From an optimization exercise on the open Yosys and OpenROAD flow, aimed at small area; shortcuts taken in it are not production practice. The RTL was checked by simulation tests, not by an equivalence proof against the original design.

lane 1:
==> module systolic_feeder, before the edit <==
module systolic_feeder #(
  parameter int NUM_SIZE     = 16,
  parameter int GRID_SIZE    = 2,
  parameter int BUFFER_LEN   = 32,
  parameter int ADDRESS_LEN  = 5,
  parameter int DRAIN_CYCLES = 3,
  localparam int CHAN_W      = (GRID_SIZE > 1) ? $clog2(GRID_SIZE) : 1
) (
  input  logic                          clk,
  input  logic                          rst,
  input  logic                          wr_en,
  input  logic                          wr_sel,
  input  logic [CHAN_W-1:0]             wr_chan,
  input  logic [ADDRESS_LEN-1:0]        wr_addr,
  input  logic [NUM_SIZE-1:0]           wr_data,
  input  logic [ADDRESS_LEN:0]          len,
  input  logic                          start,
  output logic [NUM_SIZE*GRID_SIZE-1:0] north_input,
  output logic [NUM_SIZE*GRID_SIZE-1:0] west_input,
  output logic                          ce,
  output logic                          busy,
  output logic                          done
);
  localparam int LEN_W = ADDRESS_LEN + 1;
  logic             run_r, busy_r, done_r;
  logic             last_r;         
  logic [LEN_W-1:0] a_r;            
  logic [LEN_W-1:0] len_r;
  logic             mem_valid;      
  logic             idle, drain;
  logic [LEN_W-1:0] len_clamped;
  logic             go, go_run, eq_len;
  logic             en0, en1;
  logic             wr_ok;
  assign idle        = !busy_r && !done_r;
  assign drain       = busy_r && !run_r;
  assign len_clamped = len[LEN_W-1] ? LEN_W'(BUFFER_LEN) : len;
  assign go          = idle && start;
  assign go_run      = go && (len_clamped != '0);
  assign eq_len      = (a_r == len_r);
  assign wr_ok       = idle && wr_en;
  assign en0 = (go_run && mem_valid) || (run_r && !last_r && !eq_len);
  assign en1 = run_r && !last_r;
  always_ff @(posedge clk or posedge rst) begin
    if (rst) begin
      run_r     <= 1'b0;
      busy_r    <= 1'b0;
      done_r    <= 1'b0;
      last_r    <= 1'b0;
      a_r       <= '0;
      len_r     <= '0;
      mem_valid <= 1'b0;
    end else begin
      mem_valid <= 1'b1;
      done_r    <= 1'b0;
      if (idle) begin
        if (start) begin
          len_r <= len_clamped;
          if (len_clamped == '0) begin
            done_r <= 1'b1;
          end else begin
            run_r  <= 1'b1;
            busy_r <= 1'b1;
            last_r <= 1'b0;
            a_r    <= LEN_W'(1);
          end
        end
      end else if (run_r) begin
        if (last_r) begin
          run_r <= 1'b0;
          a_r   <= '0;
        end else begin
          last_r <= eq_len;
          a_r    <= a_r + 1'b1;
        end
      end else if (drain) begin
        if (a_r[1]) begin
          busy_r <= 1'b0;
          done_r <= 1'b1;
          a_r    <= '0;
        end else begin
          a_r <= a_r + 1'b1;
        end
      end
    end
  end
  logic [BUFFER_LEN:0]   dec;
  logic [BUFFER_LEN-1:0] sel0, sel1;
  always_comb begin
    for (int e = 0; e <= BUFFER_LEN; e++) dec[e] = (a_r == LEN_W'(e));
  end
  for (genvar e = 0; e < BUFFER_LEN; e++) begin : g_sel
    sf_and2 u_s0 (.a(en0), .b(dec[e]),   .y(sel0[e]));
    sf_and2 u_s1 (.a(en1), .b(dec[e+1]), .y(sel1[e]));
  end
  logic [BUFFER_LEN-1:0] wdec;
  always_comb begin
    for (int e = 0; e < BUFFER_LEN; e++) wdec[e] = (wr_addr == ADDRESS_LEN'(e));
  end
  logic byp_n, byp_w;
  assign byp_n = go_run && wr_en && !wr_sel && (wr_chan == '0) && (wr_addr == '0);
  assign byp_w = go_run && wr_en &&  wr_sel && (wr_chan == '0) && (wr_addr == '0);
  logic [NUM_SIZE*GRID_SIZE-1:0] north_rd, west_rd;
  for (genvar bi = 0; bi < 2; bi++) begin : g_bus
    for (genvar gi = 0; gi < GRID_SIZE; gi++) begin : g_chan
      logic [NUM_SIZE-1:0]   mem [BUFFER_LEN];
      logic [NUM_SIZE-1:0]   mem_d [BUFFER_LEN];
      logic [BUFFER_LEN-1:0] we, hold, sel;
      logic                  byp;
      logic [NUM_SIZE-1:0]   rd;
      logic wsel;
      assign wsel = wr_ok && (wr_sel == bi[0]) && (wr_chan == CHAN_W'(gi));
      for (genvar e = 0; e < BUFFER_LEN; e++) begin : g_row
        sf_and2  u_we   (.a(wsel), .b(wdec[e]), .y(we[e]));
        sf_and2  u_hold (.a(mem_valid), .b(~(wsel & wdec[e])), .y(hold[e]));
      end
      for (genvar e = 0; e < BUFFER_LEN; e++) begin : g_ent
        for (genvar b = 0; b < NUM_SIZE; b++) begin : g_bit
          sf_wbit u_w (.we(we[e]), .hold(hold[e]), .wd(wr_data[b]), .q(mem[e][b]), .d(mem_d[e][b]));
        end
      end
      always_ff @(posedge clk) begin
        for (int e = 0; e < BUFFER_LEN; e++) mem[e] <= mem_d[e];
      end
      assign byp = (gi == 0) ? ((bi == 0) ? byp_n : byp_w) : 1'b0;
      assign sel = ((gi == 0) ? sel0 : sel1) & ~{{(BUFFER_LEN-1){1'b0}}, byp};
      for (genvar b = 0; b < NUM_SIZE; b++) begin : g_rbit
        logic [32:0] s, d;
        logic [10:0] y_n;
        assign s = {byp, sel};
        for (genvar e = 0; e < BUFFER_LEN; e++) begin : g_d
          assign d[e] = mem[e][b];
        end
        assign d[32] = wr_data[b];
        for (genvar k = 0; k < 10; k++) begin : g_aoi
          sf_aoi222 u_a (.s0(s[3*k]), .d0(d[3*k]), .s1(s[3*k+1]), .d1(d[3*k+1]),
                         .s2(s[3*k+2]), .d2(d[3*k+2]), .y_n(y_n[k]));
        end
        if (gi == 0) begin : g_last3
          sf_aoi222 u_a (.s0(s[30]), .d0(d[30]), .s1(s[31]), .d1(d[31]),
                         .s2(s[32]), .d2(d[32]), .y_n(y_n[10]));
        end else begin : g_last2
          sf_aoi22 u_a (.s0(s[30]), .d0(d[30]), .s1(s[31]), .d1(d[31]), .y_n(y_n[10]));
        end
        sf_nand11 u_n (.a(y_n), .y(rd[b]));
      end
      if (bi == 0) begin : g_n
        assign north_rd[gi*NUM_SIZE +: NUM_SIZE] = rd;
      end else begin : g_w
        assign west_rd[gi*NUM_SIZE +: NUM_SIZE] = rd;
      end
    end
  end
  logic [NUM_SIZE*GRID_SIZE-1:0] north_reg, west_reg;
  always_ff @(posedge clk or posedge rst) begin
    if (rst) begin
      north_reg <= '0;
      west_reg  <= '0;
    end else begin
      north_reg <= north_rd;
      west_reg  <= west_rd;
    end
  end
  assign north_input = north_reg;
  assign west_input  = west_reg;
  assign ce          = busy_r;
  assign busy        = busy_r;
  assign done        = done_r;
endmodule
==> module sf_and2, before the edit <==
module sf_and2 (
  input  logic a, b,
  output logic y
);
  assign y = a & b;
endmodule
export LEC_CHECK = 0
export CAP_MARGIN = 20
export CORE_MARGIN = 2
export CORE_UTILIZATION = 60
export CTS_BUF_LIST = sky130_fd_sc_hd__clkbuf_16
export CTS_CLUSTER_DIAMETER = 70
export CTS_CLUSTER_SIZE = 24
export SLEW_MARGIN = 20
export SYNTH_HIERARCHICAL = 1
create_clock -name core_clock -period 7.0 [get_ports {clk}]
standard.sh (not shown) runs the stock make flow with config.mk's settings and CLKGATE_MAP_FILE= SYNTH_SCRIPT=/design/flow/synth_recipe.tcl, a recipe that flattens the netlist after the stock synthesis.
==> flow/flow/run.sh <==
#!/bin/bash
set -o pipefail
export CTS_ARGS="-sink_clustering_enable -repair_clock_nets -dont_use_dummy_load -buf_list sky130_fd_sc_hd__clkbuf_16 -sink_clustering_size 24 -sink_clustering_max_diameter 70"
export BUFFER_PORTS_ARGS="-buffer_cell sky130_fd_sc_hd__buf_1"
bash standard.sh > standard_flow.log 2>&1
## Diff of input files: lane 2 against lane 1
--- a/flow/design.v
+++ b/flow/design.v
@@ -87,18 +87,12 @@
   logic [BUFFER_LEN:0]   dec;
   logic [BUFFER_LEN-1:0] sel0, sel1;
   always_comb begin
     for (int e = 0; e <= BUFFER_LEN; e++) dec[e] = (a_r == LEN_W'(e));
   end
-  for (genvar e = 0; e < BUFFER_LEN; e++) begin : g_sel
-    sf_and2 u_s0 (.a(en0), .b(dec[e]),   .y(sel0[e]));
-    sf_and2 u_s1 (.a(en1), .b(dec[e+1]), .y(sel1[e]));
-  end
-  logic [BUFFER_LEN-1:0] wdec;
-  always_comb begin
-    for (int e = 0; e < BUFFER_LEN; e++) wdec[e] = (wr_addr == ADDRESS_LEN'(e));
-  end
+  assign sel0 = {BUFFER_LEN{en0}} & dec[BUFFER_LEN-1:0];
+  assign sel1 = {BUFFER_LEN{en1}} & dec[BUFFER_LEN:1];
   logic byp_n, byp_w;
   assign byp_n = go_run && wr_en && !wr_sel && (wr_chan == '0) && (wr_addr == '0);
   assign byp_w = go_run && wr_en &&  wr_sel && (wr_chan == '0) && (wr_addr == '0);
   logic [NUM_SIZE*GRID_SIZE-1:0] north_rd, west_rd;
   for (genvar bi = 0; bi < 2; bi++) begin : g_bus
@@ -106,16 +100,16 @@
       logic [NUM_SIZE-1:0]   mem [BUFFER_LEN];
       logic [NUM_SIZE-1:0]   mem_d [BUFFER_LEN];
       logic [BUFFER_LEN-1:0] we, hold, sel;
       logic                  byp;
       logic [NUM_SIZE-1:0]   rd;
-      logic wsel;
-      assign wsel = wr_ok && (wr_sel == bi[0]) && (wr_chan == CHAN_W'(gi));
-      for (genvar e = 0; e < BUFFER_LEN; e++) begin : g_row
-        sf_and2  u_we   (.a(wsel), .b(wdec[e]), .y(we[e]));
-        sf_and2  u_hold (.a(mem_valid), .b(~(wsel & wdec[e])), .y(hold[e]));
+      always_comb begin
+        for (int e = 0; e < BUFFER_LEN; e++)
+          we[e] = wr_ok && (wr_sel == bi[0]) && (wr_chan == CHAN_W'(gi)) &&
+                  (wr_addr == ADDRESS_LEN'(e));
       end
+      assign hold = ~we & {BUFFER_LEN{mem_valid}};
       for (genvar e = 0; e < BUFFER_LEN; e++) begin : g_ent
         for (genvar b = 0; b < NUM_SIZE; b++) begin : g_bit
           sf_wbit u_w (.we(we[e]), .hold(hold[e]), .wd(wr_data[b]), .q(mem[e][b]), .d(mem_d[e][b]));
         end
       end
@@ -180,16 +174,10 @@
   input  logic s0, d0, s1, d1, s2, d2,
   output logic y_n
 );
   assign y_n = ~((s0 & d0) | (s1 & d1) | (s2 & d2));
 endmodule
-module sf_and2 (
-  input  logic a, b,
-  output logic y
-);
-  assign y = a & b;
-endmodule
 module sf_aoi22 (
   input  logic s0, d0, s1, d1,
   output logic y_n
 );
   assign y_n = ~((s0 & d0) | (s1 & d1));
--- outcome ---
Lane 2 reached the end of the flow, and the finished layout is clean on the timing, design-rule and antenna checks. Lane 2 against lane 1: number of unique standard cell types used by synthesis moved up, sequential cell count of the final layout now sits at about the same level, compound-cell area share of the yosys netlist rose by 0.68 points, number of fill cells in the layout lower. In the tables for lane 1 and lane 2, multi-input logic portion of the cell area reads lower with lane 2. Compared with lane 1, in lane 2 area after detailed placement saw an increase; number of optimization iterations in the first detailed-route pass saw a decrease.

## what the ideal ports hide
No port has a modelled driver above. Below, the same layouts with a new extraction and two added sets of constraints. Step 1 sets driving cells, clkbuf_16 on the clock port and buf_2 on the other inputs (assumed; they add their load-dependent delay and slew). Step 2, shift: input delay + t, output delay - t, t = (earliest + latest rising clock arrival at the registers) / 2. This alone moves slack from input paths to output paths. Three values: no drivers, after step 1, after step 2; two values: the first two.
run	shift t [ns]	setup WS [ns]	hold WS [ns]	latest minus earliest clock arrival (ns)	worst slew at a driven data input, ns
lane 1	0.837	2.338 / 2.395 / 1.558	0.473 / 0.473 / 0.473	0.068 / 0.068	0.10
lane 2	0.807	2.033 / 2.033 / 1.779	0.473 / 0.473 / 0.473	0.059 / 0.058	0.14
After both steps every run listed still meets setup and hold. The setup slack of lane 1, which loses most, moves by +0.057 ns with the drivers and by -0.780 ns with both steps.
